This design comes from an exercise in tuning for small area, a short achievable clock period and few clock cycles on the open sky130 flow, not from production work. Function was checked by simulation only, so behaviour that the tests miss may differ from the original. Power and IR drop assume default switching activity.

==> flow/design.v <==
`timescale 1ns / 1ps
package cfr_pkg;
  localparam int CFR_MAX_LEN = 512;
  localparam int CFR_CHARS   = 256;
  localparam int CHAR_W      = 8;
  localparam int COUNT_W     = 10;
  localparam int POS_W       = 9;
  localparam logic [COUNT_W-1:0] COUNT_MAX  = 10'd1023;
  localparam logic [CHAR_W-1:0]  SPACE_BYTE = 8'h20;
  localparam logic [CHAR_W-1:0]  UPPER_A    = 8'h41;
  localparam logic [CHAR_W-1:0]  UPPER_Z    = 8'h5A;
  localparam logic [CHAR_W-1:0]  CASE_STEP  = 8'h20;
  localparam logic [1:0] KIND_LOAD  = 2'd0;
  localparam logic [1:0] KIND_FETCH = 2'd1;
  localparam logic [1:0] KIND_CLEAR = 2'd2;
  typedef struct packed {
    logic [1:0]        kind;
    logic [CHAR_W-1:0] char_byte;
  } cfr_req_t;
  typedef struct packed {
    logic [CHAR_W-1:0]  ranked_char;
    logic [COUNT_W-1:0] char_count;
    logic               group_end;
    logic               exhausted;
    logic               overflowed;
  } cfr_rsp_t;
  typedef enum logic [2:0] {
    ST_IDLE,
    ST_LOAD,
    ST_SCAN_ADDR,
    ST_SCAN_ORD,
    ST_SCAN_CNT,
    ST_REPLY
  } cfr_state_t;
  typedef enum logic [1:0] {
    PH_FIND,
    PH_LOOK,
    PH_DROP
  } cfr_phase_t;
  function automatic logic [CHAR_W-1:0] fold_byte(input logic [CHAR_W-1:0] b);
    logic [CHAR_W-1:0] r;
    r = b;
    if (b >= UPPER_A && b <= UPPER_Z) begin
      r = b + CASE_STEP;
    end
    fold_byte = r;
  endfunction
endpackage
`timescale 1ns / 1ps
module cfr_ram #(
  parameter int WIDTH = 8,
  parameter int DEPTH = 256
) (
  input  logic                     clk,
  input  logic                     we,
  input  logic [$clog2(DEPTH)-1:0] waddr,
  input  logic [WIDTH-1:0]         wdata,
  input  logic [$clog2(DEPTH)-1:0] raddr,
  output logic [WIDTH-1:0]         rdata
);
  logic [WIDTH-1:0] mem [DEPTH];
  always_ff @(posedge clk) begin
    if (we) begin
      mem[waddr] <= wdata;
    end
    rdata <= mem[raddr];
  end
endmodule
`timescale 1ns / 1ps
module char_frequency_ranker_core #(
  parameter int MAX_LEN = cfr_pkg::CFR_MAX_LEN
) (
  input  logic     clk,
  input  logic     rst,
  input  logic     req_valid,
  output logic     req_stall,
  input  cfr_pkg::cfr_req_t req_data,
  output logic     rsp_valid,
  input  logic     rsp_stall,
  output cfr_pkg::cfr_rsp_t rsp_data
);
  localparam int LEN_W  = $clog2(MAX_LEN + 1);
  localparam int ADDR_W = $clog2(cfr_pkg::CFR_CHARS);
  localparam logic [LEN_W-1:0] LEN_MAX = MAX_LEN;
  localparam logic [LEN_W-1:0] LEN_ONE = 1;
  localparam logic [cfr_pkg::POS_W-1:0] POS_ONE = 1;
  cfr_pkg::cfr_state_t state, state_next;
  cfr_pkg::cfr_phase_t phase, phase_next;
  logic [cfr_pkg::COUNT_W-1:0] level, level_next;
  logic [cfr_pkg::COUNT_W-1:0] highest, highest_next;
  logic [cfr_pkg::COUNT_W-1:0] maxbelow, maxbelow_next;
  logic [cfr_pkg::POS_W-1:0]   pos, pos_next;
  logic [cfr_pkg::POS_W-1:0]   total, total_next;
  logic [cfr_pkg::POS_W-1:0]   idx, idx_next;
  logic [LEN_W-1:0]   length, length_next;
  logic               overflow, overflow_next;
  logic [cfr_pkg::CHAR_W-1:0]  ch, ch_next;
  logic [cfr_pkg::CHAR_W-1:0]  hit_char, hit_char_next;
  cfr_pkg::cfr_rsp_t           reply, reply_next;
  logic               rsp_valid_q, rsp_valid_next;
  cfr_pkg::cfr_rsp_t           rsp_data_q, rsp_data_next;
  logic [cfr_pkg::CFR_CHARS-1:0] valid_bits;
  logic               req_acc;
  logic               clear_all;
  logic               set_valid;
  logic               cnt_we;
  logic [ADDR_W-1:0]  cnt_raddr;
  logic [cfr_pkg::COUNT_W-1:0] cnt_rdata;
  logic [cfr_pkg::COUNT_W-1:0] cnt_wdata;
  logic               ord_we;
  logic [ADDR_W-1:0]  ord_raddr;
  logic [cfr_pkg::CHAR_W-1:0]  ord_rdata;
  logic [cfr_pkg::COUNT_W-1:0] cnt_cur;
  logic [cfr_pkg::COUNT_W-1:0] cnt_inc;
  cfr_ram #(.WIDTH(cfr_pkg::COUNT_W), .DEPTH(cfr_pkg::CFR_CHARS)) u_cnt_ram (
    .clk   (clk),
    .we    (cnt_we),
    .waddr (ch),
    .wdata (cnt_wdata),
    .raddr (cnt_raddr),
    .rdata (cnt_rdata)
  );
  cfr_ram #(.WIDTH(cfr_pkg::CHAR_W), .DEPTH(cfr_pkg::CFR_CHARS)) u_ord_ram (
    .clk   (clk),
    .we    (ord_we),
    .waddr (total[ADDR_W-1:0]),
    .wdata (ch),
    .raddr (ord_raddr),
    .rdata (ord_rdata)
  );
  assign req_stall = (state != cfr_pkg::ST_IDLE);
  assign req_acc   = req_valid && !req_stall;
  assign rsp_valid = rsp_valid_q;
  assign rsp_data  = rsp_data_q;
  assign cnt_cur   = valid_bits[ch] ? cnt_rdata : '0;
  assign cnt_inc   = (cnt_cur == cfr_pkg::COUNT_MAX) ? cnt_cur : cnt_cur + 10'd1;
  assign cnt_wdata = cnt_inc;
  always_comb begin
    state_next     = state;
    phase_next     = phase;
    level_next     = level;
    highest_next   = highest;
    maxbelow_next  = maxbelow;
    pos_next       = pos;
    total_next     = total;
    idx_next       = idx;
    length_next    = length;
    overflow_next  = overflow;
    ch_next        = ch;
    hit_char_next  = hit_char;
    reply_next     = reply;
    rsp_valid_next = rsp_valid_q && rsp_stall;
    rsp_data_next  = rsp_data_q;
    clear_all      = 1'b0;
    set_valid      = 1'b0;
    cnt_we         = 1'b0;
    ord_we         = 1'b0;
    cnt_raddr      = cfr_pkg::fold_byte(req_data.char_byte);
    ord_raddr      = idx[ADDR_W-1:0];
    unique case (state)
      cfr_pkg::ST_IDLE: begin
        if (req_acc) begin
          unique case (req_data.kind)
            cfr_pkg::KIND_LOAD: begin
              pos_next = '0;
              if (length == LEN_MAX) begin
                overflow_next = 1'b1;
                level_next    = highest;
              end else if (req_data.char_byte == cfr_pkg::SPACE_BYTE) begin
                length_next = length + LEN_ONE;
                level_next  = highest;
              end else begin
                ch_next    = cfr_pkg::fold_byte(req_data.char_byte);
                state_next = cfr_pkg::ST_LOAD;
              end
            end
            cfr_pkg::KIND_FETCH: begin
              if (level == '0) begin
                reply_next = {8'h00, 10'd0, 1'b0, 1'b1, overflow};
                state_next = cfr_pkg::ST_REPLY;
              end else begin
                phase_next = cfr_pkg::PH_FIND;
                idx_next   = pos;
                state_next = cfr_pkg::ST_SCAN_ADDR;
              end
            end
            cfr_pkg::KIND_CLEAR: begin
              clear_all     = 1'b1;
              total_next    = '0;
              length_next   = '0;
              highest_next  = '0;
              level_next    = '0;
              pos_next      = '0;
              overflow_next = 1'b0;
            end
            default: begin
            end
          endcase
        end
      end
      cfr_pkg::ST_LOAD: begin
        cnt_we      = 1'b1;
        set_valid   = 1'b1;
        length_next = length + LEN_ONE;
        if (cnt_cur == '0 && !total[cfr_pkg::POS_W-1]) begin
          ord_we     = 1'b1;
          total_next = total + POS_ONE;
        end
        if (cnt_inc > highest) begin
          highest_next = cnt_inc;
          level_next   = cnt_inc;
        end else begin
          level_next = highest;
        end
        state_next = cfr_pkg::ST_IDLE;
      end
      cfr_pkg::ST_SCAN_ADDR: begin
        if (idx >= total) begin
          unique case (phase)
            cfr_pkg::PH_FIND: begin
              phase_next    = cfr_pkg::PH_DROP;
              idx_next      = '0;
              maxbelow_next = '0;
            end
            cfr_pkg::PH_LOOK: begin
              reply_next = {hit_char, level, 1'b1, 1'b0, overflow};
              state_next = cfr_pkg::ST_REPLY;
            end
            cfr_pkg::PH_DROP: begin
              level_next = maxbelow;
              pos_next   = '0;
              if (maxbelow == '0) begin
                reply_next = {8'h00, 10'd0, 1'b0, 1'b1, overflow};
                state_next = cfr_pkg::ST_REPLY;
              end else begin
                phase_next = cfr_pkg::PH_FIND;
                idx_next   = '0;
              end
            end
            default: begin
              state_next = cfr_pkg::ST_IDLE;
            end
          endcase
        end else begin
          state_next = cfr_pkg::ST_SCAN_ORD;
        end
      end
      cfr_pkg::ST_SCAN_ORD: begin
        cnt_raddr  = ord_rdata;
        ch_next    = ord_rdata;
        state_next = cfr_pkg::ST_SCAN_CNT;
      end
      cfr_pkg::ST_SCAN_CNT: begin
        idx_next   = idx + POS_ONE;
        state_next = cfr_pkg::ST_SCAN_ADDR;
        unique case (phase)
          cfr_pkg::PH_FIND: begin
            if (cnt_cur == level) begin
              hit_char_next = ch;
              pos_next      = idx + POS_ONE;
              phase_next    = cfr_pkg::PH_LOOK;
            end
          end
          cfr_pkg::PH_LOOK: begin
            if (cnt_cur == level) begin
              reply_next = {hit_char, level, 1'b0, 1'b0, overflow};
              state_next = cfr_pkg::ST_REPLY;
            end
          end
          cfr_pkg::PH_DROP: begin
            if (cnt_cur < level && cnt_cur > maxbelow) begin
              maxbelow_next = cnt_cur;
            end
          end
          default: begin
            state_next = cfr_pkg::ST_IDLE;
          end
        endcase
      end
      cfr_pkg::ST_REPLY: begin
        if (!rsp_valid_q || !rsp_stall) begin
          rsp_valid_next = 1'b1;
          rsp_data_next  = reply;
          state_next     = cfr_pkg::ST_IDLE;
        end
      end
      default: begin
        state_next = cfr_pkg::ST_IDLE;
      end
    endcase
  end
  always_ff @(posedge clk) begin
    if (rst) begin
      state       <= cfr_pkg::ST_IDLE;
      phase       <= cfr_pkg::PH_FIND;
      level       <= '0;
      highest     <= '0;
      pos         <= '0;
      total       <= '0;
      length      <= '0;
      overflow    <= 1'b0;
      rsp_valid_q <= 1'b0;
    end else begin
      state       <= state_next;
      phase       <= phase_next;
      level       <= level_next;
      highest     <= highest_next;
      pos         <= pos_next;
      total       <= total_next;
      length      <= length_next;
      overflow    <= overflow_next;
      rsp_valid_q <= rsp_valid_next;
    end
  end
  always_ff @(posedge clk) begin
    maxbelow   <= maxbelow_next;
    idx        <= idx_next;
    ch         <= ch_next;
    hit_char   <= hit_char_next;
    reply      <= reply_next;
    rsp_data_q <= rsp_data_next;
  end
  always_ff @(posedge clk) begin
    if (rst || clear_all) begin
      valid_bits <= '0;
    end else if (set_valid) begin
      valid_bits[ch] <= 1'b1;
    end
  end
endmodule
`timescale 1ns / 1ps
module cfr_top (
  input  logic       clk,
  input  logic       rst,
  input  logic       req_valid,
  output logic       req_stall,
  input  logic [1:0] req_kind,
  input  logic [7:0] req_char,
  output logic       rsp_valid,
  input  logic       rsp_stall,
  output logic [7:0] rsp_char,
  output logic [9:0] rsp_count,
  output logic       rsp_group_end,
  output logic       rsp_exhausted,
  output logic       rsp_overflowed
);
  cfr_pkg::cfr_req_t req_data;
  cfr_pkg::cfr_rsp_t rsp_data;
  assign req_data.kind      = req_kind;
  assign req_data.char_byte = req_char;
  char_frequency_ranker_core u_core (
    .clk       (clk),
    .rst       (rst),
    .req_valid (req_valid),
    .req_stall (req_stall),
    .req_data  (req_data),
    .rsp_valid (rsp_valid),
    .rsp_stall (rsp_stall),
    .rsp_data  (rsp_data)
  );
  assign rsp_char       = rsp_data.ranked_char;
  assign rsp_count      = rsp_data.char_count;
  assign rsp_group_end  = rsp_data.group_end;
  assign rsp_exhausted  = rsp_data.exhausted;
  assign rsp_overflowed = rsp_data.overflowed;
endmodule
==> flow/run.sh <==
#!/bin/bash
# synth_recipe.tcl (not shown) runs the flow's synth.tcl, then flattens the netlist and writes it again
# the make line also repeats each setting of config.mk as NAME=value (left out here)
make -C /OpenROAD-flow-scripts/flow DESIGN_CONFIG=/design/flow/config.mk WORK_HOME=/design/flow/orfs CLKGATE_MAP_FILE= SYNTH_SCRIPT=/design/flow/synth_recipe.tcl finish
==> flow/config.mk <==
export PLATFORM = sky130hd
export DESIGN_NAME = cfr_top
export DESIGN_NICKNAME = cfr_top
export VERILOG_FILES = /design/flow/design.v
export SDC_FILE = /design/flow/constraint.sdc
export NUM_CORES = 4
export LEC_CHECK = 0
export CAP_MARGIN = 20
export CORE_MARGIN = 2
export CORE_UTILIZATION = 35
export PLACE_DENSITY = 0.5
export SLEW_MARGIN = 20
==> flow/constraint.sdc <==
create_clock -name core_clock -period 8.0 [get_ports {clk}]
set_input_delay 1.6000 -clock core_clock [delete_from_list [all_inputs] [get_ports {clk}]]
set_output_delay 1.6000 -clock core_clock [all_outputs]
set_load 0.01 [all_outputs]
==> reports/results.ini <==
[run_status]
outcome = finished clean

[cts]
cts_setup_buffers = 0
cts.path.max_buffers = 4
numCtsBuffers = 549
holdBufCountCts = 0
htreeDepth = 6
cts_sinks = 5014
ctsResizeCount = 0
clock-root-buffer = clkbuf_16
clk-insertion-delay-late_ns = 1.06
clkTransAtPathRegs_ns = 0.06
cts_tree = yes

[yosys]
synthCells = 12700
synth_most_common_cell = edfxtp_1
synth_area_leaders = edfxtp_1 (71%), mux4_2 (8.3%), nand2_1 (4.5%)
synth.net_count = 12800
synth.distinct_cells = 70
synth-edff-count = 4685
ys.flop_type = edfxtp_1
syn_area_sq_um = 198000
synth_top_area_frac = 0.710
avgSynthCellArea_sq_um = 15.6
yosysTopAreaCell = edfxtp_1
yosysWarnings = 3
ys_seq_area_frac = 0.744
synth-seq-cells = 5014
async_flop_share = 0
synth_commonest_cells = edfxtp_1 (4685), nand2_1 (2350), nand3_1 (945)

[timing]
finalClockSkew_ns = 0.0486
fin_crit_ns = 7.14
drv_slew = 0
finalSetupTns_ns = 0
slew-limit-headroom = 0.113
clock.fmax_ghz = 0.140
worst_pin_slew_ns = 1.33
finalSetupViolCount = 0
rsz0062_at_grt = false
fin_crit_sh = 0.893
hold_viol = 0

[power]
switching_power_mw = 13.1
cellLeakagePower_nw = 73.7
power_mw = 56.9
ir_drop_uv = 238
power_density_nw_per_um2 = 253
p_sw_frac = 0.231
p_clk_frac = 0.423
power_frac_comb = 0.067
internal-power_mw = 43.7
p_seq_frac = 0.510

[die]
start_util = 0.351
row_count = 276
die_y_um = 756
ios = 37
core_sq_um = 564000
dieWidth_um = 756
dieArea_sq_um = 572000

[critical_path]
crit_path_end_kind = register
crit_path_start_kind = register
cp_slowest_cell = nor3b_1
criticalPathCategory = register to register
slowest_delay_ns = 0.96
cpMostUsedCell = o21a_1
cp_max_fo = 49
arrival_ns = 8.10
crit_path_cell_trace = inv_1, nor3b_1, a221oi_1, a311oi_1, nor4_1, mux2i_4, nand2_4, inv_2, ha_4, nand3_1, nor2_1, nand3_1, nand2_8, ha_1, nor2b_1, o21a_1, o21a_1, o21a_1, o211ai_1, a21oi_2, nand2b_4, o21ai_4, a22oi_1, a311oi_1
cp_data_required_time_ns = 8.96

[drt]
dr.pass1.iters = 6
wl_per_cell_um = 27.0
drt_iter0_markers = 11900
drc_errors = 0
routed_wl_mm = 560
vias = 111000
vias_per_cell = 5.36
detail-route-antenna-nets = 0

[layout]
layout.cells.non_filler = 20700
drive_gt1_frac = 0.147
final_area_sq_um = 225000
fin_util = 0.399
nets = 12900
syn_to_final_growth_pct = 13.6

[global_routing]
grt_usage = 0.190
overflow = 0
grt_pass1_wl_mm = 801
antenna_found_initial = 31
grt_max_degree = 185
grt_pass1_vias = 108000

[min_path]
min_path_type = register to register

[placement]
dp.cells = 19700
place.gp.congestion = 0.784
placed_cell_area_sq_um = 208000
io_buffers = 36
dp_hpwl_mm = 320

[run]
maxCapViolCount = 0

-- kinds of logic after synthesis --
group	after synthesis	synth area share
flip-flops	5014	0.744
adder cells (fa/ha/maj)	58	0.00366
AO/OA/AOI/OAI	1025	0.0355
multiplexers	1028	0.0980
buffers and inverters	901	0.0184
XOR/XNOR	25	0.00111
AND/OR/NAND/NOR	4652	0.0998
-- critical path, delay by kind of cell (launching register included) --
family | cells | cell delay [ns]
adder cells (fa/ha/maj) | 2 | 0.48
AO/OA/AOI/OAI | 10 | 2.23
buffers and inverters | 2 | 0.36
AND/OR/NAND/NOR | 9 | 2.60
flip-flops | 1 | 0.76
multiplexers | 1 | 0.61
-- path summary, 6_finish.rpt --
| check | slack, ns | startpoint | to | cells after the start |
|---|---|---|---|---|
| worst min-delay path | 0.42 | u_core.reply[8] | u_core.rsp_data_q[8] | 0 |
| worst min register to register | 0.42 | u_core.reply[8] | u_core.rsp_data_q[8] | 0 |
| worst max register to register | 0.86 | u_core.ch[3] | u_core.level[2] | 24 |
| worst max-delay path | 0.86 | u_core.ch[3] | u_core.level[2] | 24 |
-- sequential cells by signal (all words and copies together), names as in the netlist, 9 cells and up --
name,flops
u_core.u_cnt_ram.mem,2560
u_core.rsp_data_q,21
u_core.pos,9
u_core.reply,21
u_core.u_cnt_ram.rdata,10
u_core.highest,10
u_core.length,10
u_core.maxbelow,10
u_core.idx,9
u_core.level,10
u_core.valid_bits,256
u_core.u_ord_ram.mem,2048
u_core.total,9
-- metal layers --
layer | track usage | part of all wire
met1 | 0.275 | 0.44
met2 | 0.305 | 0.47
met5 | 0 | 0.000079
met4 | 0.0389 | 0.020
met3 | 0.0282 | 0.065
-- through the flow --
step | hold WS, ns | setup slack [ns]
after floorplan | 0.400 | -2.25
after global placement | 0.408 | 0.643
after detailed placement | 0.405 | 1.01
after CTS | 0.420 | 0.993
after global routing | 0.426 | 0.581
final | 0.421 | 0.859
-- power by group through the flow --
| stage | Sequential, mW | Clock (mW) | Combinational [mW] |
|---|---|---|---|
| global placement | 29.5 | 0 | 3.87 |
| floorplan | 29.6 | 0 | 2.17 |
| finish | 29.0 | 24.0 | 3.83 |
| CTS | 29.0 | 24.5 | 3.88 |
| global route | 29.0 | 25.5 | 4.07 |
| detailed placement | 29.5 | 0 | 3.88 |
-- layout make-up --
| cell class | instances | area (sq um) |
|---|---|---|
| diodes | 15 | 37.5 |
| clock buffers | 715 | 14900 |
| clock inverters | 251 | 1870 |
| fillers | 51600 | 339000 |
| inverters | 64 | 269 |
| multi-input cells | 6788 | 47700 |
| flip-flops and latches | 5014 | 147000 |
| well taps | 7506 | 9390 |
| repair buffers | 372 | 3600 |
-- layout by cell type (no fill, tap or decap), types with 80 or more instances in the layout --
| master | synthesis | routed |
|---|---|---|
| edfxtp_1 | 4685 | 4685 |
| nand2_1 | 2350 | 2328 |
| nand3_1 | 945 | 941 |
| nor2_1 | 903 | 832 |
| mux4_2 | 727 | 727 |
| clkbuf_16 | 0 | 568 |
| dfxtp_1 | 329 | 329 |
| a21oi_1 | 304 | 299 |
| mux2i_1 | 298 | 297 |
| buf_4 | 6 | 276 |
| and3_1 | 268 | 267 |
| a31oi_1 | 247 | 247 |
| clkbuf_1 | 574 | 133 |
| a221oi_1 | 131 | 124 |
| clkinv_1 | 0 | 117 |
| a32oi_1 | 80 | 80 |
| a32o_1 | 80 | 80 |
Testbench counts, summed over its fixed seeds: cycles 411,346.

## what the ideal ports hide
The flow's constraints put no driver on any port. The routed layout listed below was extracted and timed again, unchanged, in two steps. Step 1, drivers: a clkbuf_16 drives clk and a buf_2 each remaining input, both assumed. Step 2 moves the port delays by t, midway between the first and last clock arrival at a register: inputs arrive t later, outputs are due t later. That takes back most of the time a late clock gives input paths. Three values: ideal ports, drivers, drivers and shift; two values: the first two.
t (ns): 1.166
setup WS [ns]: 0.859 / 0.859 / 0.859
worst hold slack (ns): 0.421 / 0.421 / 0.421
worst register clock-pin slew, ns: 0.07 / 0.07
After both steps this run still meets setup and hold. The setup slack of this run moves by 0.000 ns with the drivers and by 0.000 ns with both steps.
